From an optimization exercise on the open Yosys and OpenROAD flow, aimed at small area; shortcuts taken in it are not production practice.
At most, simulation tests tie the RTL to the original design; equivalence was not proved.
Only the layout flow was run in run 6; the RTL was not checked for function there.
No activity file was given, so power comes from the tool's default toggle rates. The flow treats the clock pin as an ideal source, which a real chip does not have.

`flow/run.sh`:
```
#!/bin/bash
# Standard layout, with two changes: clock tree synthesis without dummy loads,
# and port buffers of the smallest buffer cell.
set -euo pipefail
export CTS_ARGS="-sink_clustering_enable -repair_clock_nets -dont_use_dummy_load -sink_clustering_size 30 -sink_clustering_max_diameter 100"
export BUFFER_PORTS_ARGS="-buffer_cell sky130_fd_sc_hd__buf_1"
bash standard.sh > standard.log 2>&1
```
`standard.sh`:
```
#!/bin/bash
# synth_recipe.tcl (not shown) runs the flow's synth.tcl, then flattens the netlist and writes it again
# the make line also repeats each setting of config.mk as NAME=value (left out here)
make -C /OpenROAD-flow-scripts/flow DESIGN_CONFIG=/design/flow/config.mk WORK_HOME=/design/flow/orfs CLKGATE_MAP_FILE= SYNTH_SCRIPT=/design/flow/synth_recipe.tcl "${@:-finish}"
```
`config.mk`:
```
export PLATFORM = sky130hd
export DESIGN_NAME = route_table_move_to_front
export DESIGN_NICKNAME = route_table_move_to_front
export VERILOG_FILES = /design/flow/design.v
export SDC_FILE = /design/flow/constraint.sdc
export NUM_CORES = 4
export LEC_CHECK = 0
export ABC_AREA = 1
export ABC_CLOCK_PERIOD_IN_PS = 8000
export CAP_MARGIN = 20
export CORE_MARGIN = 2
export CORE_UTILIZATION = 40
export SLEW_MARGIN = 20
```
`constraint.sdc`:
```
create_clock -name core_clock -period 8.0 [get_ports {clock}]
set_input_delay 1.6000 -clock core_clock [delete_from_list [all_inputs] [get_ports {clock}]]
set_output_delay 1.6000 -clock core_clock [all_outputs]
set_load 0.01 [all_outputs]
```
`design.v`:
```
`default_nettype none
package rtmf_pkg;
   localparam logic [1:0] OP_SET  = 2'd0;
   localparam logic [1:0] OP_DEL  = 2'd1;
   localparam logic [1:0] OP_LOOK = 2'd2;
   localparam logic [1:0] OP_NONE = 2'd3;
   localparam logic [1:0] STATUS_OK   = 2'd0;
   localparam logic [1:0] STATUS_MISS = 2'd1;
   localparam logic [1:0] STATUS_FULL = 2'd2;
   localparam int KEY_W   = 33;
   localparam int HOP_W   = 48;
   localparam int ENTRY_W = KEY_W + HOP_W;
   function automatic logic [32:0] make_key(input logic [31:0] addr,
                                            input logic [5:0]  plen);
      logic [32:0] therm;
      logic [32:0] key;
      begin
         for (int j = 0; j <= 32; j++) begin
            therm[j] = (plen[5] || (32 - j) <= int'(plen[4:0]));
         end
         key[0] = therm[0];
         for (int j = 1; j <= 32; j++) begin
            key[j] = therm[j] & (addr[j-1] | ~therm[j-1]);
         end
         make_key = key;
      end
   endfunction
   function automatic logic key_covers(input logic [32:0] key,
                                       input logic [31:0] addr);
      logic [31:0] mask;
      logic        ok;
      begin
         mask[0] = key[0];
         for (int j = 1; j < 32; j++) begin
            mask[j] = mask[j-1] | key[j];
         end
         ok = 1'b1;
         for (int j = 0; j < 32; j++) begin
            ok = ok & (~mask[j] | (key[j+1] == addr[j]));
         end
         key_covers = ok;
      end
   endfunction
endpackage
`default_nettype wire
`default_nettype none
module rtmf_mem #(
   parameter int ENTRIES = 32,
   parameter int KW      = 33,
   parameter int PW      = 48,
   localparam int W      = KW + PW
) (
   input  wire logic           clock,
   output logic [W-1:0]        head,        
   output logic [PW-1:0]       spare,
   input  wire logic           put_key,     
   input  wire logic           put_hop,     
   input  wire logic           put_new,     
   input  wire logic [W-1:0]   new_data,
   input  wire logic           take_key,    
   input  wire logic           take_hop,    
   input  wire logic           clear        
);
   logic [ENTRIES*W-1:0] ring_ff;
   logic [PW-1:0]        spare_ff;
   logic [KW-1:0]        tail_key;
   logic [PW-1:0]        tail_hop;
   assign head  = ring_ff[ENTRIES*W-1 -: W];
   assign spare = spare_ff;
   logic sel_key_spare, sel_key_new, sel_key_head;
   logic sel_hop_spare, sel_hop_new, sel_hop_head;
   assign sel_key_spare = put_key;
   assign sel_key_new   = put_new && !put_key;
   assign sel_key_head  = !put_new && !put_key;
   assign sel_hop_spare = put_hop;
   assign sel_hop_new   = put_new && !put_hop;
   assign sel_hop_head  = !put_new && !put_hop;
   assign tail_key = ({KW{sel_key_spare}} & spare_ff[KW-1:0])
                   | ({KW{sel_key_new}}   & new_data[W-1 -: KW])
                   | ({KW{sel_key_head}}  & head[W-1 -: KW]);
   assign tail_hop = ({PW{sel_hop_spare}} & spare_ff)
                   | ({PW{sel_hop_new}}   & new_data[PW-1:0])
                   | ({PW{sel_hop_head}}  & head[PW-1:0]);
   always_ff @(posedge clock) begin
      ring_ff <= {ring_ff[(ENTRIES-1)*W-1:0], tail_key, tail_hop};
      if (take_hop || take_key || clear) begin
         spare_ff <= ({PW{take_hop}} & head[PW-1:0])
                   | ({PW{take_key}} & PW'(head[W-1 -: KW]));
      end
   end
endmodule
`default_nettype wire
`default_nettype none
module rtmf_ctrl #(
   parameter int ENTRIES = 32,
   localparam int IDX_W = (ENTRIES > 1) ? $clog2(ENTRIES) : 1,
   localparam int CNT_W = $clog2(ENTRIES + 1)
) (
   input  wire logic                   clock,
   input  wire logic                   reset,
   input  wire logic                   req_valid,
   output logic                        req_ready,
   input  wire logic [1:0]             req_op,
   input  wire logic [31:0]            req_addr,
   input  wire logic [32:0]            req_key,
   output logic                        res_valid,
   output logic [1:0]                  res_status,
   input  wire logic                   res_ready,
   output logic [CNT_W-1:0]            route_count,
   input  wire logic [32:0]            head_key,
   output logic                        put_key,
   output logic                        put_hop,
   output logic                        put_new,
   output logic                        take_key,
   output logic                        take_hop,
   output logic                        clear_spare
);
   typedef enum logic [2:0] {
      S_IDLE,
      S_TURN_A,
      S_TURN_B,
      S_TURN_C,
      S_DONE
   } state_type;
   state_type              state_ff;
   logic [IDX_W-1:0]       pos_ff;
   logic [CNT_W-1:0]       count_ff;
   logic                   found_ff;
   logic [IDX_W-1:0]       hit_ff;
   logic                   rsp_vld_ff;
   logic [1:0]             rsp_status_ff;
   logic                   turn_a, turn_b, turn_c;
   logic                   in_list;
   logic                   at_end;
   logic                   at_last;
   logic                   at_zero;
   logic                   at_hit;
   logic                   covers;
   logic                   same_key;
   logic                   is_set, is_del, is_look;
   logic                   first_hit;
   logic                   last_pos;
   assign is_set  = (req_op == rtmf_pkg::OP_SET);
   assign is_del  = (req_op == rtmf_pkg::OP_DEL);
   assign is_look = (req_op == rtmf_pkg::OP_LOOK);
   assign turn_a = (state_ff == S_TURN_A);
   assign turn_b = (state_ff == S_TURN_B);
   assign turn_c = (state_ff == S_TURN_C);
   assign in_list  = (CNT_W'(pos_ff) < count_ff);
   assign at_end   = (CNT_W'(pos_ff) == count_ff);
   assign at_last  = (CNT_W'(pos_ff) + 1'b1 == count_ff);
   assign at_zero  = (pos_ff == '0);
   assign at_hit   = (pos_ff == hit_ff);
   assign last_pos = (pos_ff == IDX_W'(ENTRIES - 1));
   assign covers   = rtmf_pkg::key_covers(head_key, req_addr);
   assign same_key = (head_key == req_key);
   assign first_hit = turn_a && in_list && !found_ff
                      && (is_look ? covers : (same_key && !req_op[1]));
   always_comb begin
      put_new  = turn_a && is_set && !found_ff
                 && ((in_list && same_key) || at_end);
      put_key  = turn_b && (at_hit || (is_look && at_zero));
      put_hop  = turn_c && (at_hit || (is_look && at_zero));
      take_key = (turn_a && is_look && first_hit && !at_zero)
                 || (turn_a && is_del && at_last)
                 || (turn_b && is_look && at_zero);
      take_hop = (turn_a && is_look && first_hit && at_zero)
                 || (turn_b && is_look && at_hit)
                 || (turn_b && is_del && at_end)
                 || (turn_c && is_look && (at_hit || at_zero));
   end
   always_ff @(posedge clock) begin
      if (reset) begin
         state_ff   <= S_IDLE;
         pos_ff     <= '0;
         count_ff   <= '0;
         rsp_vld_ff <= 1'b0;
      end else begin
         pos_ff <= pos_ff + 1'b1;
         if (rsp_vld_ff && res_ready) begin
            rsp_vld_ff <= 1'b0;
         end
         case (state_ff)
            S_IDLE: begin
               if (req_valid && !rsp_vld_ff && last_pos) begin
                  state_ff <= S_TURN_A;
               end
            end
            S_TURN_A: begin
               if (put_new && at_end) begin
                  count_ff <= count_ff + 1'b1;
               end
               if (last_pos) begin
                  if (is_del && (found_ff || first_hit)) begin
                     count_ff <= count_ff - 1'b1;
                     state_ff <= S_TURN_B;
                  end else if (is_look && (first_hit || (found_ff && hit_ff != '0))) begin
                     state_ff <= S_TURN_B;
                  end else begin
                     state_ff <= S_DONE;
                  end
               end
            end
            S_TURN_B: begin
               if (last_pos) begin
                  state_ff <= S_TURN_C;
               end
            end
            S_TURN_C: begin
               if (last_pos) begin
                  state_ff <= S_DONE;
               end
            end
            default: begin
               state_ff   <= S_IDLE;
               rsp_vld_ff <= 1'b1;
            end
         endcase
      end
   end
   always_ff @(posedge clock) begin
      if (state_ff == S_IDLE) begin
         found_ff <= 1'b0;
      end else if (first_hit || put_new) begin
         found_ff <= 1'b1;
      end
      if (first_hit) begin
         hit_ff <= pos_ff;
      end
      if (state_ff == S_DONE) begin
         if (found_ff) begin
            rsp_status_ff <= rtmf_pkg::STATUS_OK;
         end else if (is_set) begin
            rsp_status_ff <= rtmf_pkg::STATUS_FULL;
         end else begin
            rsp_status_ff <= rtmf_pkg::STATUS_MISS;
         end
      end
   end
   assign req_ready   = (state_ff == S_DONE);
   assign res_valid   = rsp_vld_ff;
   assign res_status  = rsp_status_ff;
   assign clear_spare = (state_ff == S_DONE) && !(found_ff && is_look);
   assign route_count = count_ff;
endmodule
`default_nettype wire
`default_nettype none
module route_table_move_to_front #(
   parameter int ENTRIES = 32
) (
   input  wire logic          clock,
   input  wire logic          reset,
   input  wire logic          req_tvalid,
   output logic               req_tready,
   input  wire logic [87:0]   req_tdata,
   input  wire logic [1:0]    req_tuser,    
   output logic               rsp_tvalid,
   input  wire logic          rsp_tready,
   output logic [47:0]        rsp_tdata,
   output logic [1:0]         rsp_tuser     
);
   localparam int CNT_W = $clog2(ENTRIES + 1);
   localparam int W     = rtmf_pkg::ENTRY_W;
   logic [32:0]            req_key;
   logic [W-1:0]           new_entry;
   logic [W-1:0]           head;
   logic [47:0]            spare;
   logic                   put_key;
   logic                   put_hop;
   logic                   put_new;
   logic                   take_key;
   logic                   take_hop;
   logic                   clear_spare;
   logic [CNT_W-1:0]       route_count;
   assign req_key   = rtmf_pkg::make_key(req_tdata[31:0], req_tdata[37:32]);
   assign new_entry = {req_key, req_tdata[85:70], req_tdata[69:38]};
   rtmf_ctrl #(
      .ENTRIES (ENTRIES)
   ) u_ctrl (
      .clock       (clock),
      .reset       (reset),
      .req_valid   (req_tvalid),
      .req_ready   (req_tready),
      .req_op      (req_tuser),
      .req_addr    (req_tdata[31:0]),
      .req_key     (req_key),
      .res_valid   (rsp_tvalid),
      .res_status  (rsp_tuser),
      .res_ready   (rsp_tready),
      .route_count (route_count),
      .head_key    (head[W-1 -: 33]),
      .put_key     (put_key),
      .put_hop     (put_hop),
      .put_new     (put_new),
      .take_key    (take_key),
      .take_hop    (take_hop),
      .clear_spare (clear_spare)
   );
   rtmf_mem #(
      .ENTRIES (ENTRIES)
   ) u_mem (
      .clock     (clock),
      .head      (head),
      .spare     (spare),
      .put_key   (put_key),
      .put_hop   (put_hop),
      .put_new   (put_new),
      .new_data  (new_entry),
      .take_key  (take_key),
      .take_hop  (take_hop),
      .clear     (clear_spare)
   );
   assign rsp_tdata = spare;
endmodule
`default_nettype wire
```
==> results of run 1 <==
-- layer usage --
| metal | global-route usage | part of all wire |
|---|---|---|
| met1 | 0.1808 | 0.54 |
| met2 | 0.1486 | 0.37 |
| met3 | 0.03446 | 0.070 |
| met4 | 0.03560 | 0.028 |
| met5 | 0 | 0.00021 |
-- power by group through the flow --
stage | clock network, W | logic, W | registers [W]
final | 0.00578 | 0.000114 | 0.0133
after global routing | 0.00648 | 0.000126 | 0.0133
after CTS | 0.00604 | 0.000114 | 0.0133
after detailed placement | 0 | 0.000113 | 0.0136
after global placement | 0 | 0.000114 | 0.0136
after floorplan | 0 | 0.0000560 | 0.0136
-- cell families after synthesis --
kind of cell               share of synthesized area
DFF                                           0.9217
buffers and inverters                        0.01148
AOI/OAI and AO/OA                            0.02542
xor gates and xnor gates                    0.007044
adders and majority gates                   0.002141
and+or+nand+nor                              0.03220
-- worst max-delay path, cell delays in order --
cell and delay, ns:
buf_1 0.22, buf_4 0.27, inv_2 0.12, nand2_1 0.20, nand2_1 0.10, o21ai_0 0.57
xor2_1 0.16, nor4_1 0.53, nand4_1 0.28, nor3_1 0.18, and2_1 0.28, nand2_1 0.08
nand2_1 0.08, nand2_2 0.07, clkinv_2 0.13, nand2_2 0.08, nand2_4 0.37, inv_2 0.30
nand3_2 0.46, buf_12 0.31
-- flip-flops by register name, indices dropped and copies added (netlist names) --
| register | flops |
|---|---|
| u_ctrl.pos_ff | 5 |
| u_ctrl.state_ff | 3 |
| u_ctrl.count_ff | 6 |
| u_ctrl.hit_ff | 5 |
| u_mem.ring_ff | 2592 |
| u_ctrl.rsp_status_ff | 2 |
| u_mem.spare_ff | 48 |
| u_ctrl.found_ff | 1 |
| u_ctrl.rsp_vld_ff | 1 |
-- final cells by class --
type                    count  area [um^2]
clock buffers             101         2527
repair buffers            151        609.3
flip-flops and latches   2663        53860
multi-input cells         721         3924
well taps                1917         2399
diodes                     12        30.03
inverters                 127        478.0
fillers                 12810        81560
-- placed cells by master (no fill, tap or decap), drive strengths merged, types with 3 or more instances in the layout --
cell    instances
a21oi          40
a221oi          4
a22oi          32
buf           151
clkbuf        101
clkinv          3
dfxtp        2608
diode          12
edfxtp         55
ha             10
inv           124
nand2         256
nand3          47
nand4          19
nor2           85
nor3           11
nor4            6
o211ai         21
o21ai          91
o221ai         20
o22ai           9
or2             5
xnor2           6
xor2           41
-- synthesized netlist by cell type (5+ instances only) --
library cell  number  area, um^2
a21oi_1           40       200.2
a22oi_1           32       240.2
buf_2             13       65.06
clkbuf_1          16       60.06
dfxtp_1         2608       52210
edfxtp_1          55        1652
ha_1              10       125.1
inv_1            119       446.7
inv_2              5       18.77
nand2_1          251       942.2
nand3_1           45       225.2
nand4_1           15       93.84
nor2_1            69       259.0
nor2_2            15       93.84
nor3_1            10       50.05
nor4_1             6       37.54
o211ai_1          21       157.7
o21ai_0           60       300.3
o21ai_1           23       115.1
o21ai_2            8       70.07
o221ai_1          20       175.2
o22ai_1            9       56.30
xnor2_1            6       52.55
xor2_1            41       359.1
-- worst max path at each step --
stage                        startpoint            endpoint  slack [ns]
final                     req_tdata[37]  u_mem.spare_ff[16]        1.95
after global routing      req_tdata[33]  u_mem.spare_ff[16]        1.45
after CTS                 req_tdata[37]  u_mem.spare_ff[16]        1.95
after detailed placement  req_tdata[37]  u_mem.spare_ff[16]        1.17
after global placement    req_tdata[37]  u_mem.spare_ff[16]        1.06
after floorplan           req_tdata[34]   u_mem.spare_ff[0]        2.55
-- per-stage QoR --
step | total power [W] | hold WS, ns | utilization | cell area (um^2)
after global routing | 0.01992 | 0.2749 | 0.4388 | 63800
after detailed placement | 0.01372 | 0.3121 | 0.4214 | 61270
final | 0.01920 | 0.2728 | 0.4390 | 63830
after global placement | 0.01372 | 0.3096 | 0.4214 | 61270
after CTS | 0.01945 | 0.2667 | 0.4388 | 63800
after floorplan | 0.01366 | 0.3096 | - | 58440
==> out/qor.yml, run 1 <==
netSwitchingFraction: 0.1874
skew_ns: 0.1164
cap_violations: 0
setup_ws_ns: 1.946
syn2layout_area_growth_pct: 9.228
r2r_end: "u_mem.spare_ff[16]"
drtAntennaViolNets: 0
pre_cts_ws_ns: 1.170
cts_tree: "done"
p_int_w: 0.01560
clk_pin_slew_ns: 0.10
routedWlPerCell_um: 15.15
nets: 3869
reg2reg_setup_slack_ns: 2.53
cp-end-kind: "flip-flop"
p_seq_frac: 0.693
combPwrFrac: 0.006
instances_no_fill: 5692
die_area_um2: 149200
io_buffers: 143
rows: 140
synth.avg_cell_area_um2: 16.47
die_h_um: 386.2
p_switching_w: 0.003597
drive_above_1_share: 0.04225
vias: 23110
hold_class: "reg2reg"
clockBufferDepth: 3
grt_max_degree: 50
syn_inst: 3547
synth_nets: 3651
clkPwrFrac: 0.301
min_path_cells: 0
post-route-drc-count: 0
post_cts_buffers: 0
cts_resized: 0
wirelength_um: 86260
initial_utilization: 0.4019
max_freq_ghz: 0.1652
async_flop_share: 0
cts_root_buffer: "clkbuf_16"
cts_sinks: 2663
grtUsageTotal: 0.1151
die_w_um: 386.2
period_share: 0.7567
antenna_found_initial: 16
yosys_warnings: 3
cellPowerDensity_nw_per_um2: 300.8
synth_seq_cells: 2663
dpl.cell_count: 5579
numCtsBuffers: 101
status: "complete, no violations"
setup_tns_ns: 0
cts_hold_buf: 0
leakage_nw: 25.32
grt_pass1_wl_um: 127600
worst_pin_slew_ns: 1.074
drt_iter0_drc: 1325
cp.arrival_ns: 6.45
ios: 146
synth_flop_cell: "dfxtp_1"
criticalPathCategory: "in2reg"
rsz0062_at_grt: "false"
min_to: "u_mem.ring_ff[1889]"
synth-edff-count: 55
core_area_um2: 145400
required_ns: 8.40
r2r_cells: 26
synth_cell_types: 51
first_pass_iters: 5
cp-start-kind: "primary input"
hold_viol_final: 0
maxSlewViolCount: 0
reg2reg_from: "u_mem.ring_ff[2563]"
slew_headroom: 0.2824
clock_latency_ns: 0.77
min_from: "u_mem.ring_ff[1808]"
ys_seq_area_frac: 0.9217
grt_pass1_vias: 21640
synthesis.area_um2: 58440
gp_congestion: 0.8235
hpwlAfterDp_um: 58330
worst-path-max-fanout: 34
report.final.setup_viol: 0
grt_overflow: 0
period_needed_ns: 6.054
via_per_inst: 4.060
cts_htree_levels: 3
ir_drop_mv: 0.1991
==> inputs of run 2 (changes only) <==
==> flow/run.sh (replaced) <==
#!/bin/bash
# Standard layout, with two changes: clock tree synthesis without dummy loads,
# and port buffers of the smallest buffer cell.
set -euo pipefail
export CTS_ARGS="-sink_clustering_enable -repair_clock_nets -dont_use_dummy_load -sink_clustering_size 33 -sink_clustering_max_diameter 100"
export BUFFER_PORTS_ARGS="-buffer_cell sky130_fd_sc_hd__buf_1"
bash standard.sh > standard.log 2>&1
==> run 2 against run 1 <==
Effect of this change:
- register-to-register slack improved by 0.06 ns
- still clean
- clock skew down 0.014 ns
- global-route usage is 0.093 points lower
- clock power decreased by 3%
- first-iteration DRC count up 2.9%
- non-clock buffer count stayed put
- critical endpoint is now u_mem.spare_ff[30]
- largest power group unchanged
==> out/qor.yml, run 2 <==
status: "complete, no violations"
grt_pass1_wl_um: 126700  # -0.71%
largest_register: "u_mem.ring_ff"
clockBufferDepth: 3  # unchanged
clock_latency_ns: 0.76  # about the same
numCtsBuffers: 93  # -7.9%
period_needed_ns: 6.018  # -0.03520 ns
cts_resized: 0  # unchanged
die_area_um2: 149200  # unchanged
slew_headroom: 0.2965  # +0.01409
synth_flop_cell: "dfxtp_1"
drive_above_1_share: 0.04021  # -0.002040
synth_nets: 3651  # unchanged
grt_overflow: 0  # unchanged
synth.most_common_cell: "dfxtp_1"
ios: 146  # unchanged
async_flop_share: 0  # unchanged
ys_top_cells_by_area: "dfxtp_1, edfxtp_1, nand2_1, inv_1, xor2_1"
antenna_found_initial: 18  # +2
core_area_um2: 145400  # unchanged
maxSlewViolCount: 0  # unchanged
synth-edff-count: 55  # unchanged
worstPathBufferInverterCount: 6  # unchanged
rows: 140  # unchanged
r2r_cells: 26  # unchanged
cts_sinks: 2663  # unchanged
cap_violations: 0  # unchanged
cts_htree_levels: 3  # unchanged
synth_cell_types: 51  # unchanged
gp_congestion: 0.8235  # unchanged
grt_pass1_vias: 21450  # -0.88%
final_common_cell: "dfxtp_1"
initial_utilization: 0.4019  # unchanged
leakage_nw: 25.22  # -0.39%
min_to: "u_mem.ring_ff[972]"
critPathMaxStageDelay_ns: 0.54  # -0.03 ns
path_depth: 20  # unchanged
clk_pin_slew_ns: 0.11  # about the same
routedWlPerCell_um: 15.12  # -0.24%
die_w_um: 386.2  # unchanged
nets: 3861  # -0.21%
required_ns: 8.37  # -0.03 ns
cts_hold_buf: 0  # unchanged
synth_seq_cells: 2663  # unchanged
path_delay_family: "simple AND/OR/NAND/NOR gates"
worst_pin_slew_ns: 1.053  # -0.02109 ns
crit_chain: "buf_1 -> buf_4 -> inv_2 -> nand2_1 -> nand2_1 -> o21ai_0 -> xor2_1 -> nor4_1 -> nand4_1 -> nor3_1 -> and2_1 -> nand2_1 -> nand2_1 -> nand2_2 -> clkinv_2 -> nand2_2 -> nand2_4 -> inv_2 -> nand3_2 -> buf_12"
synth.avg_cell_area_um2: 16.47  # unchanged
yosys_warnings: 3  # unchanged
post_cts_buffers: 0  # unchanged
reg2reg_setup_slack_ns: 2.59  # +0.06 ns
cellPowerDensity_nw_per_um2: 298.7  # -0.69%
nFillCells: 12850  # +0.33%
largest_reg_flops: 2592  # unchanged
via_per_inst: 4.052  # -0.20%
criticalPathCategory: "in2reg"
rsz0062_at_grt: "false"
grt_max_degree: 50  # unchanged
wirelength_um: 85950  # -0.37%
crit_path_start: "req_tdata[37]"
cts_tree: "done"
min_from: "u_mem.ring_ff[891]"
report.final.setup_viol: 0  # unchanged
die_h_um: 386.2  # unchanged
biggestRegsByFlops: "u_mem.ring_ff x2592, u_mem.spare_ff x48, u_ctrl.count_ff x6"
ys_seq_area_frac: 0.9217  # unchanged
worst-path-max-fanout: 34  # unchanged
synthesis.area_um2: 58440  # unchanged
layout_common_cells: "dfxtp_1, nand2_1, buf_1"
syn2layout_area_growth_pct: 8.890
cp-start-kind: "primary input"
hold_class: "reg2reg"
period_share: 0.7523  # -0.004400
max_freq_ghz: 0.1662  # +0.58%
cp-end-kind: "flip-flop"
crit_path_frequent_cell: "nand2_1"
first_pass_iters: 7  # +2
hpwlAfterDp_um: 58330  # unchanged
r2r_end: "u_mem.spare_ff[30]"
post-route-drc-count: 0  # unchanged
io_buffers: 143  # unchanged
drt_iter0_drc: 1364  # +2.9%
cts_root_buffer: "clkbuf_16"
ir_drop_mv: 0.1744  # -12%
reg2reg_from: "u_mem.ring_ff[2563]"
slowest_stage: "o21ai_0"
drtAntennaViolNets: 0  # unchanged
yosys-top-cells-count: "dfxtp_1, nand2_1, inv_1"
cp.arrival_ns: 6.39  # -0.06 ns
grtUsageTotal: 0.1142  # -0.0009337
netlist.area_leader.share: 0.8935  # unchanged
vias: 23040  # -0.32%
hold_viol_final: 0  # unchanged
setup_tns_ns: 0  # unchanged
syn_inst: 3547  # unchanged
skew_ns: 0.1022  # -0.01417 ns
min_path_cells: 0  # unchanged
p_total_w: 0.01901  # -0.99%
synth_top_cell_by_area: "dfxtp_1"
## run 2: cell counts after synthesis
Identical to the previous run, type by type.
## run 2: power by group
group | leakage [nW] | internal (W) | switching [W] | total (W)
registers | 21.7 | 0.0133 | 0.00000432 | 0.0133
clock network | 1.15 | 0.00210 | 0.00348 | 0.00559
logic | 2.39 | 0.0000352 | 0.0000791 | 0.000114
## run 2: cells by family after synthesis
family,count (synthesis),share of synthesized area
DFF,2663,0.9217
xor gates and xnor gates,47,0.007044
adders and majority gates,10,0.002141
and+or+nand+nor,431,0.03220
AOI/OAI and AO/OA,233,0.02542
buffers and inverters,163,0.01148
## run 2: metrics by stage
| stage | cells | area (um^2) | hold slack, ns | setup slack [ns] | utilization |
|---|---|---|---|---|---|
| finish | 5685 | 63630 | 0.2614 | 1.982 | 0.4377 |
| global route | 5672 | 63600 | 0.2556 | 1.435 | 0.4374 |
| CTS | 5672 | 63600 | 0.2623 | 1.935 | 0.4374 |
| detailed placement | 5579 | 61270 | 0.3121 | 1.170 | 0.4214 |
| global placement | 5579 | 61270 | 0.3096 | 1.064 | 0.4214 |
| floorplan | 3547 | 58440 | 0.3096 | 2.545 | - |
## run 2: routing by layer
metal | GRT usage | vias to the layer above | share of wire
li1 | - | 11520 | -
met1 | 0.1803 | 10970 | 0.53
met2 | 0.1469 | 417 | 0.36
met3 | 0.03285 | 131 | 0.075
met4 | 0.03625 | 4 | 0.027
met5 | 0 | - | 0.00022
## run 2: worst max-delay path by stage
stage               slack (ns)                 end
floorplan                 2.55   u_mem.spare_ff[0]
global placement          1.06  u_mem.spare_ff[16]
detailed placement        1.17  u_mem.spare_ff[16]
CTS                       1.93  u_mem.spare_ff[31]
global route              1.44  u_mem.spare_ff[30]
finish                    1.98  u_mem.spare_ff[30]
## run 2: final cells by class
cell class	instances	area (um^2)	area share
tap	1917	2399	0.03769
inverter	127	478.0	0.007511
clock buffer	93	2327	0.03657
antenna	13	32.53	0.0005112
timing repair buffer	151	609.3	0.009576
multi-input combinational	721	3924	0.06166
sequential	2663	53860	0.8465
==> inputs of run 3 (changes only) <==
==> flow/run.sh (replaced) <==
#!/bin/bash
# Standard layout, with two changes: clock tree synthesis without dummy loads,
# in clusters of up to 33 sinks on clkbuf_16 with clkbuf_8 above them,
# and port buffers of the smallest buffer cell.
set -euo pipefail
export CTS_ARGS="-sink_clustering_enable -repair_clock_nets -dont_use_dummy_load -buf_list \"sky130_fd_sc_hd__clkbuf_8 sky130_fd_sc_hd__clkbuf_16\" -sink_clustering_buffer sky130_fd_sc_hd__clkbuf_16 -root_buf sky130_fd_sc_hd__clkbuf_8 -tree_buf sky130_fd_sc_hd__clkbuf_8 -sink_clustering_size 33 -sink_clustering_max_diameter 150"
export BUFFER_PORTS_ARGS="-buffer_cell sky130_fd_sc_hd__buf_1"
bash standard.sh > standard.log 2>&1
==> run 3 against run 2 <==
Effect of this change:
- die area stayed put
- sequential share of layout area is 0.19 points higher
- count of clock-buffer cells in the layout is 2 lower
- utilization is 0.099 points lower
- fmax is 1.3% higher
- critical path depth stayed put
- synthesized area stayed put
- cell count hardly changed
==> out/qor.yml, run 3 <==
cts_resized: 0  # unchanged
grt_max_degree: 50  # unchanged
setup_tns_ns: 0  # unchanged
synth-edff-count: 55  # unchanged
nFillCells: 12860  # +0.047%
cts_hold_buf: 0  # unchanged
holdWs_ns: 0.2159  # -0.04550 ns
synth_cell_types: 51  # unchanged
drtAntennaViolNets: 0  # unchanged
clockBufferDepth: 3  # unchanged
die_area_um2: 149200  # unchanged
gr-usage-met2: 0.1493  # +0.002485
syn2layout_area_growth_pct: 8.644
cellPowerDensity_nw_per_um2: 296.8  # -0.66%
netlist.area_leader.share: 0.8935  # unchanged
yosys_warnings: 3  # unchanged
rsz0062_at_grt: "false"
period_share: 0.7426  # -0.009726
synth.avg_cell_area_um2: 16.47  # unchanged
p_switching_w: 0.003564  # -0.12%
clock_latency_ns: 0.93  # +0.17 ns
grtUsageMet3: 0.03363  # +0.0007852
vias: 22980  # -0.24%
grtUsageTotal: 0.1147  # +0.0004865
synth.most_common_cell: "dfxtp_1"
die_w_um: 386.2  # unchanged
grt.busiest_layer: "met1"
cp-end-kind: "flip-flop"
final_common_cell: "dfxtp_1"
report.final.setup_viol: 0  # unchanged
biggestRegsByFlops: "u_mem.ring_ff x2592, u_mem.spare_ff x48, u_ctrl.count_ff x6"
cts_root_buffer: "clkbuf_8"
ys_top_cells_by_area: "dfxtp_1, edfxtp_1, nand2_1, inv_1, xor2_1"
grt_pass1_wl_um: 127100  # +0.34%
largest_register: "u_mem.ring_ff"
synthesis.area_um2: 58440  # unchanged
yosys-top-cells-count: "dfxtp_1, nand2_1, inv_1"
drive_above_1_share: 0.03970  # -0.0005115
skew_ns: 0.1506  # +0.04840 ns
hold_class: "reg2reg"
ir_drop_mv: 0.2134  # +22%
cts_htree_levels: 3  # unchanged
hold_viol_final: 0  # unchanged
io_buffers: 143  # unchanged
core_area_um2: 145400  # unchanged
required_ns: 8.48  # +0.11 ns
cts_sinks: 2663  # unchanged
netSwitchingFraction: 0.1892  # +0.001454
clk_pin_slew_ns: 0.11  # about the same
layout_common_cells: "dfxtp_1, nand2_1, buf_1"
cts_tree: "done"
rows: 140  # unchanged
synth_top_cell_by_area: "dfxtp_1"
dpl.cell_count: 5579  # unchanged
first_pass_iters: 5  # -2
routedWlPerCell_um: 15.18  # +0.41%
seq_area_um2: 53860  # unchanged
cap_violations: 0  # unchanged
instances_no_fill: 5686  # +0.018%
clkPwrFrac: 0.288  # -0.006
initial_utilization: 0.4019  # unchanged
setup_ws_ns: 2.059  # +0.07781 ns
wirelength_um: 86310  # +0.42%
slew_headroom: 0.2962  # -0.0003260
antenna_found_initial: 20  # +2
p_int_w: 0.01528  # -1.1%
min_path_cells: 0  # unchanged
ys_seq_area_frac: 0.9217  # unchanged
syn_inst: 3547  # unchanged
ios: 146  # unchanged
via_per_inst: 4.042  # -0.26%
max_freq_ghz: 0.1683  # +1.3%
post-route-drc-count: 0  # unchanged
maxSlewViolCount: 0  # unchanged
post_cts_buffers: 0  # unchanged
die_h_um: 386.2  # unchanged
p_seq_frac: 0.706  # +0.006
grt_pass1_vias: 21480  # +0.14%
synth_seq_cells: 2663  # unchanged
grtUsageMet1: 0.1798  # -0.0005100
hpwlAfterDp_um: 58330  # unchanged
status: "complete, no violations"
synth_flop_cell: "dfxtp_1"
worst_pin_slew_ns: 1.053  # +0.0004877 ns
numCtsBuffers: 91  # -2.2%
r2r_cells: 26  # unchanged
async_flop_share: 0  # unchanged
period_needed_ns: 5.941  # -0.07781 ns
largest_reg_flops: 2592  # unchanged
leakage_nw: 25.15  # -0.28%
grt_overflow: 0  # unchanged
gp_congestion: 0.8235  # unchanged
cp.arrival_ns: 6.42  # +0.03 ns
synth_nets: 3651  # unchanged
worst-path-max-fanout: 34  # unchanged
combPwrFrac: 0.006  # about the same
criticalPathCategory: "in2reg"
cp-start-kind: "primary input"
multiInputGateArea_um2: 3924  # unchanged
pre_cts_ws_ns: 1.170  # unchanged
nets: 3859  # -0.052%
drt_iter0_drc: 1337  # -2.0%
==> run 3: cell counts after synthesis <==
No cell type changed its count.
==> run 3: logic make-up after synthesis <==
| kind of cell | synth area share |
|---|---|
| DFF | 0.9217 |
| xor gates and xnor gates | 0.007044 |
| AOI/OAI and AO/OA | 0.02542 |
| and+or+nand+nor | 0.03220 |
| adders and majority gates | 0.002141 |
| buffers and inverters | 0.01148 |
==> run 3: area by class of cell <==
cell class              count  area share
inverters                 127    0.007528
multi-input cells         721     0.06180
flip-flops and latches   2663      0.8484
clock buffers              91     0.03427
repair buffers            151    0.009598
well taps                1917     0.03778
diodes                     16   0.0006307
==> run 3: worst max-delay path, stage by stage <==
cell	delay [ns]
buf_1	0.21
buf_4	0.27
inv_2	0.12
nand2_1	0.19
nand2_1	0.09
o21ai_0	0.61
xor2_1	0.16
nor4_1	0.53
nand4_1	0.28
nor3_1	0.18
and2_1	0.28
nand2_1	0.08
nand2_1	0.08
nand2_2	0.07
clkinv_2	0.13
nand2_2	0.08
nand2_4	0.37
inv_2	0.30
nand3_2	0.46
buf_12	0.31
==> run 3: path summary, 6_finish.rpt <==
kind | end | startpoint | slack (ns)
worst min-delay path | u_mem.ring_ff[1976] | u_mem.ring_ff[1895] | 0.22
worst max register to register | u_mem.spare_ff[30] | u_mem.ring_ff[2563] | 2.54
worst max-delay path | u_mem.spare_ff[30] | req_tdata[37] | 2.06
worst min register to register | u_mem.ring_ff[1976] | u_mem.ring_ff[1895] | 0.22
==> run 3: power groups by stage <==
stage               logic [W]  registers (W)  clock network [W]
finish               0.000114         0.0133            0.00542
global route         0.000126         0.0133            0.00608
global placement     0.000114         0.0136                  0
CTS                  0.000114         0.0133            0.00566
detailed placement   0.000113         0.0136                  0
floorplan           0.0000560         0.0136                  0
==> run 3: metrics by stage <==
stage / utilization / power, W / cell area [um^2]
4_1_cts: 0.4364 / 0.01908 / 63450
6_report: 0.4367 / 0.01884 / 63490
5_1_grt: 0.4364 / 0.01952 / 63450
3_5_place_dp: 0.4214 / 0.01372 / 61270
2_1_floorplan: - / 0.01366 / 58440
3_3_place_gp: 0.4214 / 0.01372 / 61270
==> run 3: routing by layer <==
| layer | wire length, um | part of all wire |
|---|---|---|
| met3 | 6392 | 0.074 |
| met4 | 2293 | 0.027 |
| met1 | 46150 | 0.53 |
| met2 | 31470 | 0.36 |
| met5 | 7 | 0.000081 |
==> inputs of run 4 (changes only) <==
==> flow/run.sh (replaced) <==
#!/bin/bash
# Standard layout, with two changes: clock tree synthesis without dummy loads,
# and port buffers of the smallest buffer cell.
set -euo pipefail
export CTS_ARGS="-sink_clustering_enable -repair_clock_nets -dont_use_dummy_load -buf_list \"sky130_fd_sc_hd__clkbuf_8 sky130_fd_sc_hd__clkbuf_16\" -sink_clustering_buffer sky130_fd_sc_hd__clkbuf_16 -root_buf sky130_fd_sc_hd__clkbuf_8 -tree_buf sky130_fd_sc_hd__clkbuf_8 -sink_clustering_size 33 -sink_clustering_max_diameter 100"
export BUFFER_PORTS_ARGS="-buffer_cell sky130_fd_sc_hd__buf_1"
bash standard.sh > standard.log 2>&1
==> run 4 against run 3 <==
Effect of this change:
- count of clock-buffer cells in the layout is 2 higher
- fmax is 0.48% higher
- largest cell class unchanged
- global-route usage shrank 0.054 points
- largest power group unchanged
- register-to-register slack better by 0.03 ns
- routed wire length is 0.62% lower
- clock power is essentially flat
- die area unchanged
==> out/qor.yml, run 4 <==
status: "complete, no violations"
skew_ns: 0.1451  # -0.005470 ns
slew_headroom: 0.2957  # -0.0004620
final_common_cell: "dfxtp_1"
holdWs_ns: 0.2249  # +0.008970 ns
cp-start-kind: "primary input"
yosys-top-cells-count: "dfxtp_1, nand2_1, inv_1"
synth_top_cell_by_area: "dfxtp_1"
synth_cell_types: 51  # unchanged
synth_flop_cell: "dfxtp_1"
rows: 140  # unchanged
drt_iter0_drc: 1290  # -3.5%
via_per_inst: 4.063  # +0.52%
design_area_um2: 63520  # about the same
synth.avg_cell_area_um2: 16.47  # unchanged
instances_no_fill: 5681  # -0.088%
synth_seq_cells: 2663  # unchanged
first_pass_iters: 7  # +2
setup_tns_ns: 0  # unchanged
cts_root_buffer: "clkbuf_8"
r2r_cells: 26  # unchanged
post-route-drc-count: 0  # unchanged
synth_nets: 3651  # unchanged
max_freq_ghz: 0.1691  # +0.48%
cts_htree_levels: 3  # unchanged
die_area_um2: 149200  # unchanged
grt_pass1_wl_um: 126600  # -0.40%
p_switching_w: 0.003544  # -0.54%
combPwrFrac: 0.006  # about the same
wirelength_um: 85770  # -0.62%
grt_overflow: 0  # unchanged
placed_cell_area_um2: 61270  # unchanged
ir_drop_mv: 0.1568  # -26%
hpwlAfterDp_um: 58330  # unchanged
vias: 23080  # +0.43%
cts_sinks: 2663  # unchanged
antenna_found_initial: 20  # unchanged
netSwitchingFraction: 0.1879  # -0.001241
clkPwrFrac: 0.289  # about the same
syn2layout_area_growth_pct: 8.700  # about the same
synth-edff-count: 55  # unchanged
biggestRegsByFlops: "u_mem.ring_ff x2592, u_mem.spare_ff x48, u_ctrl.count_ff x6"
grtUsageTotal: 0.1142  # -0.0005435
post_cts_buffers: 0  # unchanged
worst-path-max-fanout: 34  # unchanged
min_path_cells: 0  # unchanged
rsz0062_at_grt: "false"
worst_pin_slew_ns: 1.054  # +0.0006911 ns
synth.most_common_cell: "dfxtp_1"
report.final.setup_viol: 0  # unchanged
clk_pin_slew_ns: 0.12  # about the same
syn_inst: 3547  # unchanged
cp.arrival_ns: 6.40  # -0.02 ns
numCtsBuffers: 93  # +2.2%
largest_reg_flops: 2592  # unchanged
routedWlPerCell_um: 15.10  # -0.54%
pre_cts_ws_ns: 1.170  # unchanged
die_w_um: 386.2  # unchanged
cts_resized: 0  # unchanged
nets: 3861  # +0.052%
cellPowerDensity_nw_per_um2: 296.9  # about the same
cp-end-kind: "flip-flop"
ys_top_cells_by_area: "dfxtp_1, edfxtp_1, nand2_1, inv_1, xor2_1"
dpl.cell_count: 5579  # unchanged
io_buffers: 143  # unchanged
drtAntennaViolNets: 0  # unchanged
clock_latency_ns: 0.93  # about the same
period_needed_ns: 5.912  # -0.02842 ns
ios: 146  # unchanged
gp_congestion: 0.8235  # unchanged
initial_utilization: 0.4019  # unchanged
p_int_w: 0.01532  # +0.27%
period_share: 0.7390  # -0.003553
setup_ws_ns: 2.088  # +0.02842 ns
hold_class: "reg2reg"
synthesis.area_um2: 58440  # unchanged
hold_viol_final: 0  # unchanged
cts_tree: "done"
criticalPathCategory: "in2reg"
leakage_nw: 25.17  # about the same
cts_hold_buf: 0  # unchanged
cap_violations: 0  # unchanged
required_ns: 8.49  # about the same
grt_pass1_vias: 21470  # -0.023%
largest_register: "u_mem.ring_ff"
drive_above_1_share: 0.04021  # +0.0005115
core_area_um2: 145400  # unchanged
async_flop_share: 0  # unchanged
p_seq_frac: 0.705  # about the same
yosys_warnings: 3  # unchanged
layout_common_cells: "dfxtp_1, nand2_1, buf_1"
grt_max_degree: 50  # unchanged
netlist.area_leader.share: 0.8935  # unchanged
maxSlewViolCount: 0  # unchanged
ys_seq_area_frac: 0.9217  # unchanged
die_h_um: 386.2  # unchanged
clockBufferDepth: 3  # unchanged
-- run 4: changes by cell type in the layout (fill, tap and decap cells not counted) --
cell       before  now
clkbuf_16      82   84
diode_2        16    9
-- run 4: critical path, cell delays in order --
cell      delay [ns]
buf_1           0.22
buf_4           0.27
inv_2           0.12
nand2_1         0.20
nand2_1         0.09
o21ai_0         0.55
xor2_1          0.16
nor4_1          0.53
nand4_1         0.29
nor3_1          0.18
and2_1          0.29
nand2_1         0.08
nand2_1         0.09
nand2_2         0.07
clkinv_2        0.13
nand2_2         0.08
nand2_4         0.36
inv_2           0.30
nand3_2         0.46
buf_12          0.31
-- run 4: final timing paths --
path,start,endpoint,slack [ns]
setup / recovery,req_tdata[37],u_mem.spare_ff[30],2.09
hold / removal,u_mem.ring_ff[1895],u_mem.ring_ff[1976],0.22
setup reg to reg,u_mem.ring_ff[2563],u_mem.spare_ff[30],2.57
hold reg to reg,u_mem.ring_ff[1895],u_mem.ring_ff[1976],0.22
-- run 4: area by class of cell --
class                      count  area, um^2
timing repair buffer         151       609.3
tap                         1917        2399
clock buffer                  93        2226
multi-input combinational    721        3924
sequential                  2663       53860
antenna                        9       22.52
inverter                     127       478.0
fill                       12860       81870
-- run 4: per-layer routing --
metal / track usage / vias up / share of wire
li1: - / 11520 / -
met1: 0.1801 / 11010 / 0.54
met2: 0.1465 / 412 / 0.36
met3: 0.03398 / 144 / 0.066
met4: 0.03517 / 4 / 0.028
met5: 0 / - / 0.00024
-- run 4: power by group through the flow --
stage                     Sequential [W]  Combinational, W  Clock [W]
after floorplan                   0.0136         0.0000560          0
after global placement            0.0136          0.000114          0
after detailed placement          0.0136          0.000113          0
after CTS                         0.0133          0.000114    0.00568
after global routing              0.0133          0.000126    0.00612
final                             0.0133          0.000115    0.00544
-- run 4: per-stage QoR --
step / util / total power, W
after floorplan: - / 0.01366
after global placement: 0.4214 / 0.01372
after detailed placement: 0.4214 / 0.01372
after CTS: 0.4367 / 0.01910
after global routing: 0.4368 / 0.01956
final: 0.4369 / 0.01886
-- run 4: cells by family (layout without fill, tap and decap cells) --
logic type,count (synthesis),count (layout),share of synthesized area
AO/OA/AOI/OAI,233,233,0.02542
adder cells (fa/ha/maj),10,10,0.002141
buffers and inverters,163,371,0.01148
XOR/XNOR,47,47,0.007044
AND/OR/NAND/NOR,431,431,0.03220
other,0,9,0
flip-flops,2663,2663,0.9217
==> inputs of run 5 (changes only) <==
--- a/flow/run.sh
+++ b/flow/run.sh
@@ -2,2 +2,3 @@
 # Standard layout, with two changes: clock tree synthesis without dummy loads,
+# in clusters of up to 33 sinks on clkbuf_16 with clkbuf_8 above them,
 # and port buffers of the smallest buffer cell.
==> run 5 against run 4 <==
Effect of this change:
- count of clock-buffer cells in the layout unchanged
- critical endpoint unchanged
- hold slack unchanged
- sequential share of layout area unchanged
- via count unchanged
- critical path type unchanged
- clock power about the same
- critical path depth unchanged
- utilization unchanged
- sequential power about the same
- still clean on timing, DRC and antenna
==> out/qor.yml, run 5 <==
leakage_nw: 25.17  # unchanged
cellPowerDensity_nw_per_um2: 296.9  # unchanged
cts_root_buffer: "clkbuf_8"
die_area_um2: 149200  # unchanged
ios: 146  # unchanged
die_h_um: 386.2  # unchanged
worst_pin_slew_ns: 1.054  # unchanged
post_cts_buffers: 0  # unchanged
antenna_found_initial: 20  # unchanged
hold_viol_final: 0  # unchanged
cap_violations: 0  # unchanged
cts_sinks: 2663  # unchanged
syn_inst: 3547  # unchanged
first_pass_iters: 7  # unchanged
ys_top_cells_by_area: "dfxtp_1, edfxtp_1, nand2_1, inv_1, xor2_1"
die_w_um: 386.2  # unchanged
slowest_stage: "o21ai_0"
crit_chain: "buf_1 -> buf_4 -> inv_2 -> nand2_1 -> nand2_1 -> o21ai_0 -> xor2_1 -> nor4_1 -> nand4_1 -> nor3_1 -> and2_1 -> nand2_1 -> nand2_1 -> nand2_2 -> clkinv_2 -> nand2_2 -> nand2_4 -> inv_2 -> nand3_2 -> buf_12"
cts_tree: "done"
biggestRegsByFlops: "u_mem.ring_ff x2592, u_mem.spare_ff x48, u_ctrl.count_ff x6"
synth-edff-count: 55  # unchanged
cts_htree_levels: 3  # unchanged
grt_pass1_vias: 21470  # unchanged
hpwlAfterDp_um: 58330  # unchanged
synth.most_common_cell: "dfxtp_1"
ys_seq_area_frac: 0.9217  # unchanged
critPathMaxStageDelay_ns: 0.55  # about the same
netlist.area_leader.share: 0.8935  # unchanged
post-route-drc-count: 0  # unchanged
largest_register: "u_mem.ring_ff"
synth_cell_types: 51  # unchanged
cts_hold_buf: 0  # unchanged
rsz0062_at_grt: "false"
synth_seq_cells: 2663  # unchanged
status: "complete, no violations"
nFillCells: 12860  # unchanged
cts_resized: 0  # unchanged
core_area_um2: 145400  # unchanged
grt_max_degree: 50  # unchanged
synth_nets: 3651  # unchanged
grtUsageTotal: 0.1142  # unchanged
cp.arrival_ns: 6.40  # about the same
period_share: 0.7390  # unchanged
yosys_warnings: 3  # unchanged
synth_top_cell_by_area: "dfxtp_1"
path_delay_family: "simple AND/OR/NAND/NOR gates"
clock_latency_ns: 0.93  # about the same
synth_flop_cell: "dfxtp_1"
routedWlPerCell_um: 15.10  # unchanged
cp-end-kind: "flip-flop"
largest_reg_flops: 2592  # unchanged
setup_tns_ns: 0  # unchanged
hold_class: "reg2reg"
drtAntennaViolNets: 0  # unchanged
clockBufferDepth: 3  # unchanged
crit_path_frequent_cell: "nand2_1"
drive_above_1_share: 0.04021  # unchanged
cp-start-kind: "primary input"
numCtsBuffers: 93  # unchanged
syn2layout_area_growth_pct: 8.700  # unchanged
via_per_inst: 4.063  # unchanged
rows: 140  # unchanged
layout_common_cells: "dfxtp_1, nand2_1, buf_1"
worst-path-max-fanout: 34  # unchanged
wirelength_um: 85770  # unchanged
ir_drop_mv: 0.1568  # unchanged
synth.avg_cell_area_um2: 16.47  # unchanged
yosys-top-cells-count: "dfxtp_1, nand2_1, inv_1"
io_buffers: 143  # unchanged
final_common_cell: "dfxtp_1"
clk_pin_slew_ns: 0.12  # about the same
required_ns: 8.49  # about the same
initial_utilization: 0.4019  # unchanged
maxSlewViolCount: 0  # unchanged
drt_iter0_drc: 1290  # unchanged
dpl.cell_count: 5579  # unchanged
max_freq_ghz: 0.1691  # unchanged
slew_headroom: 0.2957  # unchanged
gp_congestion: 0.8235  # unchanged
async_flop_share: 0  # unchanged
grt_pass1_wl_um: 126600  # unchanged
grt_overflow: 0  # unchanged
skew_ns: 0.1451  # unchanged
nets: 3861  # unchanged
period_needed_ns: 5.912  # unchanged
criticalPathCategory: "in2reg"
vias: 23080  # unchanged
worstPathBufferInverterCount: 6  # unchanged
synthesis.area_um2: 58440  # unchanged
instances_no_fill: 5681  # unchanged
report.final.setup_viol: 0  # unchanged
-- run 5: path summary, 6_finish.rpt --
kind,slack [ns],start,depth (start not counted),end
min reg2reg,0.22,u_mem.ring_ff[1895],0,u_mem.ring_ff[1976]
max,2.09,req_tdata[37],20,u_mem.spare_ff[30]
min,0.22,u_mem.ring_ff[1895],0,u_mem.ring_ff[1976]
max reg2reg,2.57,u_mem.ring_ff[2563],26,u_mem.spare_ff[30]
-- run 5: report_power, final --
group	switching [W]	internal [W]	leakage, nW
Sequential	0.00000432	0.0133	21.7
Combinational	0.0000794	0.0000352	2.39
Clock	0.00346	0.00198	1.10
-- run 5: per-stage QoR --
stage | setup WS [ns] | hold slack [ns] | cell area, um^2 | utilization | total power [W]
2_1_floorplan | 2.545 | 0.3096 | 58440 | - | 0.01366
3_3_place_gp | 1.064 | 0.3096 | 61270 | 0.4214 | 0.01372
3_5_place_dp | 1.170 | 0.3121 | 61270 | 0.4214 | 0.01372
4_1_cts | 2.101 | 0.2478 | 63500 | 0.4367 | 0.01910
5_1_grt | 1.599 | 0.2478 | 63500 | 0.4368 | 0.01956
6_report | 2.088 | 0.2249 | 63520 | 0.4369 | 0.01886
-- run 5: kinds of logic after synthesis --
group / after synthesis / synth area share
adders and majority gates: 10 / 0.002141
buffers and inverters: 163 / 0.01148
DFF: 2663 / 0.9217
xor gates and xnor gates: 47 / 0.007044
AOI/OAI and AO/OA: 233 / 0.02542
and+or+nand+nor: 431 / 0.03220
-- run 5: layout make-up --
cell class | count | area (um^2) | area share
repair buffers | 151 | 609.3 | 0.009593
flip-flops and latches | 2663 | 53860 | 0.8480
well taps | 1917 | 2399 | 0.03776
clock buffers | 93 | 2226 | 0.03504
multi-input cells | 721 | 3924 | 0.06177
diodes | 9 | 22.52 | 0.0003546
inverters | 127 | 478.0 | 0.007525
-- run 5: per-layer routing --
metal  part of all wire  vias up  GRT usage  wire, um
met5            0.00024        -          0        21
met4              0.028        4    0.03517      2374
met3              0.066      144    0.03398      5621
met2               0.36      412     0.1465     31170
met1               0.54    11010     0.1801     46590
li1                   -    11520          -         -
==> inputs of run 6 (changes only) <==
--- a/design.v
+++ b/design.v
@@ -122,2 +122,3 @@
       S_TURN_C,
+      S_TURN_D,
       S_DONE
@@ -127,7 +128,6 @@
    logic [CNT_W-1:0]       count_ff;
-   logic                   found_ff;
-   logic [IDX_W-1:0]       hit_ff;
+   logic                   found_ff;      
    logic                   rsp_vld_ff;
-   logic [1:0]             rsp_status_ff;
-   logic                   turn_a, turn_b, turn_c;
+   logic [1:0]             status_ff;
+   logic                   turn_a, turn_b, turn_c, turn_d;
    logic                   in_list;
@@ -136,3 +136,2 @@
    logic                   at_zero;
-   logic                   at_hit;
    logic                   covers;
@@ -140,4 +139,7 @@
    logic                   is_set, is_del, is_look;
-   logic                   first_hit;
+   logic                   hit_a;
+   logic                   look_i;
+   logic                   del_i;
    logic                   last_pos;
+   logic                   found_a;
    assign is_set  = (req_op == rtmf_pkg::OP_SET);
@@ -148,2 +150,3 @@
    assign turn_c = (state_ff == S_TURN_C);
+   assign turn_d = (state_ff == S_TURN_D);
    assign in_list  = (CNT_W'(pos_ff) < count_ff);
@@ -152,3 +155,2 @@
    assign at_zero  = (pos_ff == '0);
-   assign at_hit   = (pos_ff == hit_ff);
    assign last_pos = (pos_ff == IDX_W'(ENTRIES - 1));
@@ -156,4 +158,7 @@
    assign same_key = (head_key == req_key);
-   assign first_hit = turn_a && in_list && !found_ff
-                      && (is_look ? covers : (same_key && !req_op[1]));
+   assign hit_a  = turn_a && in_list && !found_ff
+                   && (is_look ? covers : (same_key && !req_op[1]));
+   assign look_i = is_look && in_list && covers && !found_ff && !at_zero;
+   assign del_i  = is_del && in_list && same_key;
+   assign found_a = found_ff || hit_a || put_new;
    always_comb begin
@@ -161,11 +166,10 @@
                  && ((in_list && same_key) || at_end);
-      put_key  = turn_b && (at_hit || (is_look && at_zero));
-      put_hop  = turn_c && (at_hit || (is_look && at_zero));
-      take_key = (turn_a && is_look && first_hit && !at_zero)
+      put_hop  = turn_b && ((is_look && at_zero && !covers) || look_i || del_i);
+      take_hop = (turn_a && is_look && hit_a)
                  || (turn_a && is_del && at_last)
-                 || (turn_b && is_look && at_zero);
-      take_hop = (turn_a && is_look && first_hit && at_zero)
-                 || (turn_b && is_look && at_hit)
-                 || (turn_b && is_del && at_end)
-                 || (turn_c && is_look && (at_hit || at_zero));
+                 || (turn_b && is_look && at_zero && !covers)
+                 || (turn_d && at_zero);
+      take_key = (turn_b && (look_i || (is_del && at_last)))
+                 || (turn_c && is_look && at_zero);
+      put_key  = turn_c && ((is_look && at_zero) || look_i || del_i);
    end
@@ -193,6 +197,3 @@
                if (last_pos) begin
-                  if (is_del && (found_ff || first_hit)) begin
-                     count_ff <= count_ff - 1'b1;
-                     state_ff <= S_TURN_B;
-                  end else if (is_look && (first_hit || (found_ff && hit_ff != '0))) begin
+                  if (found_a && (is_look || is_del)) begin
                      state_ff <= S_TURN_B;
@@ -204,3 +205,5 @@
             S_TURN_B: begin
-               if (last_pos) begin
+               if (is_look && at_zero && covers) begin
+                  state_ff <= S_DONE;
+               end else if (last_pos) begin
                   state_ff <= S_TURN_C;
@@ -210,2 +213,12 @@
                if (last_pos) begin
+                  if (is_del) begin
+                     count_ff <= count_ff - 1'b1;
+                     state_ff <= S_DONE;
+                  end else begin
+                     state_ff <= S_TURN_D;
+                  end
+               end
+            end
+            S_TURN_D: begin
+               if (at_zero) begin
                   state_ff <= S_DONE;
@@ -221,17 +234,14 @@
    always_ff @(posedge clock) begin
-      if (state_ff == S_IDLE) begin
+      if (last_pos) begin
          found_ff <= 1'b0;
-      end else if (first_hit || put_new) begin
+      end else if (hit_a || put_new || ((turn_b || turn_c) && look_i)) begin
          found_ff <= 1'b1;
       end
-      if (first_hit) begin
-         hit_ff <= pos_ff;
-      end
-      if (state_ff == S_DONE) begin
-         if (found_ff) begin
-            rsp_status_ff <= rtmf_pkg::STATUS_OK;
+      if (turn_a && last_pos) begin
+         if (found_a) begin
+            status_ff <= rtmf_pkg::STATUS_OK;
          end else if (is_set) begin
-            rsp_status_ff <= rtmf_pkg::STATUS_FULL;
+            status_ff <= rtmf_pkg::STATUS_FULL;
          end else begin
-            rsp_status_ff <= rtmf_pkg::STATUS_MISS;
+            status_ff <= rtmf_pkg::STATUS_MISS;
          end
@@ -239,6 +249,7 @@
    end
+   assign clear_spare = (state_ff == S_DONE)
+                        && !(is_look && status_ff == rtmf_pkg::STATUS_OK);
    assign req_ready   = (state_ff == S_DONE);
    assign res_valid   = rsp_vld_ff;
-   assign res_status  = rsp_status_ff;
-   assign clear_spare = (state_ff == S_DONE) && !(found_ff && is_look);
+   assign res_status  = status_ff;
    assign route_count = count_ff;
==> flow/run.sh (replaced) <==
#!/bin/bash
# Standard layout, with two changes: clock tree synthesis without dummy loads,
# and port buffers of the smallest buffer cell.
set -euo pipefail
export CTS_ARGS="-sink_clustering_enable -repair_clock_nets -dont_use_dummy_load -sink_clustering_size 33 -sink_clustering_max_diameter 100"
export BUFFER_PORTS_ARGS="-buffer_cell sky130_fd_sc_hd__buf_1"
bash standard.sh > standard.log 2>&1
==> run 6 against run 5 <==
Effect of this change:
- still clean
- non-clock buffer count increased by 1
- routed wire length increased by 7.5%
- clock skew decreased by 0.058 ns
- critical path depth decreased by 3
- count of clock-buffer cells in the layout increased by 1
- synthesized cell count increased by 5.5%
- sequential share of layout area decreased by 1.2 points
- die area increased by 1.1%
- critical endpoint is now u_mem.ring_ff[64]
- largest cell class unchanged
==> out/qor.yml, run 6 <==
synth.most_common_cell: "dfxtp_1"
initial_utilization: 0.4016  # about the same
synth.area.mux_share: 0  # unchanged
required_ns: 8.65  # +0.16 ns
placed_cell_area_um2: 61880  # +0.99%
ios: 146  # unchanged
hold_class: "reg2reg"
cts_sinks: 2658  # -0.19%
synth_fa_ha_area_frac: 0.003515  # +0.001374
clockBufferDepth: 3  # unchanged
cts_htree_levels: 3  # unchanged
netlist.area_leader.share: 0.8835  # -0.009913
hold_viol_final: 0  # unchanged
post-route-drc-count: 0  # unchanged
cts_tree: "done"
cts_hold_buf: 0  # unchanged
vias: 24160  # +4.7%
die_h_um: 388.4  # +0.55%
yosys_warnings: 3  # unchanged
clk_pin_slew_ns: 0.11  # about the same
grt_pass1_vias: 22490  # +4.7%
synth.avg_cell_area_um2: 15.80  # -4.1%
worst_pin_slew_ns: 0.9842  # -0.06970 ns
syn_inst: 3741  # +5.5%
yosys-top-cells-count: "dfxtp_1, nand2_1, inv_1"
async_flop_share: 0  # unchanged
synth_top_cell_by_area: "dfxtp_1"
cts_root_buffer: "clkbuf_16"
max_freq_ghz: 0.1751  # +3.5%
cp.arrival_ns: 6.36  # -0.04 ns
nets: 4046  # +4.8%
antenna_found_initial: 29  # +45%
largest_reg_flops: 2592  # unchanged
instances_no_fill: 5874  # +3.4%
setup_tns_ns: 0  # unchanged
routedWlPerCell_um: 15.69  # +3.9%
synth_simple_gate_area_share: 0.05598  # +0.02378
worst-path-max-fanout: 34  # unchanged
clock_latency_ns: 0.73  # -0.20 ns
design_area_um2: 64260  # +1.2%
status: "complete, no violations"
syn2layout_area_growth_pct: 8.743  # about the same
core_area_um2: 147100  # +1.2%
ir_drop_mv: 0.1917  # +22%
layout_common_cells: "dfxtp_1, nand2_1, buf_1"
post_cts_buffers: 0  # unchanged
gp_congestion: 0.8371  # +1.7%
criticalPathCategory: "in2reg"
dpl.cell_count: 5770  # +3.4%
grt_overflow: 0  # unchanged
cellPowerDensity_nw_per_um2: 304.6  # +2.6%
leakage_nw: 25.24  # +0.27%
synth_compound_area_frac: 0.01230  # -0.01311
rows: 141  # +0.71%
grt_max_degree: 58  # +16%
synth_top_family_by_area: "simple AND/OR/NAND/NOR gates"
cp-end-kind: "flip-flop"
hpwlAfterDp_um: 63360  # +8.6%
ys_seq_area_frac: 0.9090  # -0.01277
maxSlewViolCount: 0  # unchanged
synth-xor-area-share: 0.005188  # -0.001857
synth_seq_cells: 2658  # -0.19%
drive_above_1_share: 0.03889  # -0.001321
final_common_cell: "dfxtp_1"
grtUsageTotal: 0.1205  # +0.006392
rsz0062_at_grt: "false"
drtAntennaViolNets: 0  # unchanged
io_buffers: 143  # unchanged
report.final.setup_viol: 0  # unchanged
period_share: 0.7140  # -0.02508
synth_cell_types: 48  # -5.9%
period_needed_ns: 5.712  # -0.2006 ns
biggestRegsByFlops: "u_mem.ring_ff x2592, u_mem.spare_ff x48, u_ctrl.count_ff x6"
first_pass_iters: 5  # -2
synth-edff-count: 50  # -9.1%
synthesis.area_um2: 59090  # +1.1%
slew_headroom: 0.3424  # +0.04667
cts_resized: 0  # unchanged
drt_iter0_drc: 1363  # +5.7%
largest_register: "u_mem.ring_ff"
die_area_um2: 150800  # +1.1%
via_per_inst: 4.113  # +1.2%
skew_ns: 0.08725  # -0.05789 ns
cap_violations: 0  # unchanged
synth_flop_cell: "dfxtp_1"
numCtsBuffers: 94  # +1.1%
die_w_um: 388.4  # +0.55%
synth_nets: 3851  # +5.5%
grt_pass1_wl_um: 135300  # +6.9%
wirelength_um: 92190  # +7.5%
ys_top_cells_by_area: "dfxtp_1, edfxtp_1, nand2_1, nand4_1, nand3_1"
cp-start-kind: "primary input"
-- run 6: cell types whose count changed in the layout (fill, tap and decap cells not counted), sizes merged, moves of 8 or more --
cell / previous run / this run
o21ai: 91 / 73
a22oi: 32 / 1
o22ai: 9 / 1
nand2: 256 / 332
o211ai: 21 / 4
nor2: 85 / 108
nand4: 19 / 107
xor2: 41 / 30
inv: 124 / 142
or2: 5 / 14
o221ai: 20 / 1
nand3: 47 / 117
-- run 6: routing by layer --
layer  global-route usage  wire length (um)
met1               0.1978             51050
met2               0.1551             33580
met3              0.02170              5228
met4              0.04033              2283
met5                    0                46
-- run 6: logic make-up after synthesis --
group / count (synthesis)
xor gates and xnor gates: 35
buffers and inverters: 199
DFF: 2658
and+or+nand+nor: 702
AOI/OAI and AO/OA: 131
adders and majority gates: 16
-- run 6: worst paths after layout --
path,startpoint,to,slack [ns],depth (start not counted)
max,req_tdata[36],u_mem.ring_ff[64],2.29,17
min reg2reg,u_mem.ring_ff[1846],u_mem.ring_ff[1927],0.24,0
min,u_mem.ring_ff[1846],u_mem.ring_ff[1927],0.24,0
max reg2reg,u_mem.ring_ff[2562],u_mem.ring_ff[64],2.68,24
-- run 6: critical path: stages --
cell     delay [ns]
buf_1          0.20
nor2_1         0.19
inv_1          0.11
nor3_1         0.43
o21ai_0        0.37
a21oi_1        0.47
inv_1          0.11
nand2_1        0.11
nor4b_1        0.34
nand3_1        0.12
nor3_1         0.21
nand4_1        0.26
o21ai_2        0.21
nand2_2        0.49
nand2_2        0.85
nand2_1        0.14
nand3_1        0.12
-- run 6: final cells by class --
| type | instances | area, um^2 |
|---|---|---|
| Antenna cell | 10 | 25.02 |
| Clock buffer | 94 | 2352 |
| Fill cell | 13210 | 82880 |
| Inverter | 146 | 549.3 |
| Multi-Input combinational cell | 884 | 4588 |
| Sequential cell | 2658 | 53710 |
| Tap cell | 1930 | 2415 |
| Timing Repair Buffer | 152 | 616.8 |
-- run 6: power by group --
group	internal [W]	leakage [nW]	switching (W)
Combinational	0.000118	2.62	0.000262
Sequential	0.0135	21.5	0.0000700
Clock	0.00213	1.16	0.00350
-- run 6: metrics by stage --
stage	utilization	power, W	hold slack, ns	setup slack [ns]
4_1_cts	0.4366	0.01982	0.2429	2.236
3_3_place_gp	0.4206	0.01425	0.3097	1.474
2_1_floorplan	-	0.01408	0.3096	2.415
5_1_grt	0.4366	0.02031	0.2422	1.724
6_report	0.4367	0.01957	0.2356	2.288
3_5_place_dp	0.4206	0.01425	0.3121	1.454

what the ideal ports hide:
How much do the figures lean on ideal ports? The routed layouts below were timed once more, with nothing changed but the port constraints.
Step 1, drivers: a clkbuf_16 drives clock and a buf_2 each remaining input, both assumed.
Step 2 times the ports against the registers' clock, not the clock port: input delays grow and output delays shrink by t, the midpoint of the rising clock arrivals with the driver on.
Slacks: ideal ports / drivers / drivers and shift; pairs: ideal ports / drivers.
run	shift t [ns]	setup slack, ns	hold WS [ns]	worst register clock-pin slew, ns	pins driven straight from the clock port
run 1	0.785	1.946 / 1.994 / 1.208	0.273 / 0.273 / 0.273	0.12 / 0.12	1
run 2	0.776	1.982 / 1.985 / 1.209	0.261 / 0.261 / 0.261	0.12 / 0.12	1
run 3	0.919	2.059 / 2.063 / 1.144	0.216 / 0.216 / 0.216	0.12 / 0.12	1
run 4	0.920	2.088 / 2.090 / 1.170	0.225 / 0.225 / 0.225	0.12 / 0.12	1
run 5	0.920	2.088 / 2.090 / 1.170	0.225 / 0.225 / 0.225	0.12 / 0.12	1
run 6	0.766	2.288 / 2.258 / 1.492	0.236 / 0.236 / 0.236	0.12 / 0.12	1
After both steps setup and hold are still met in every run listed.
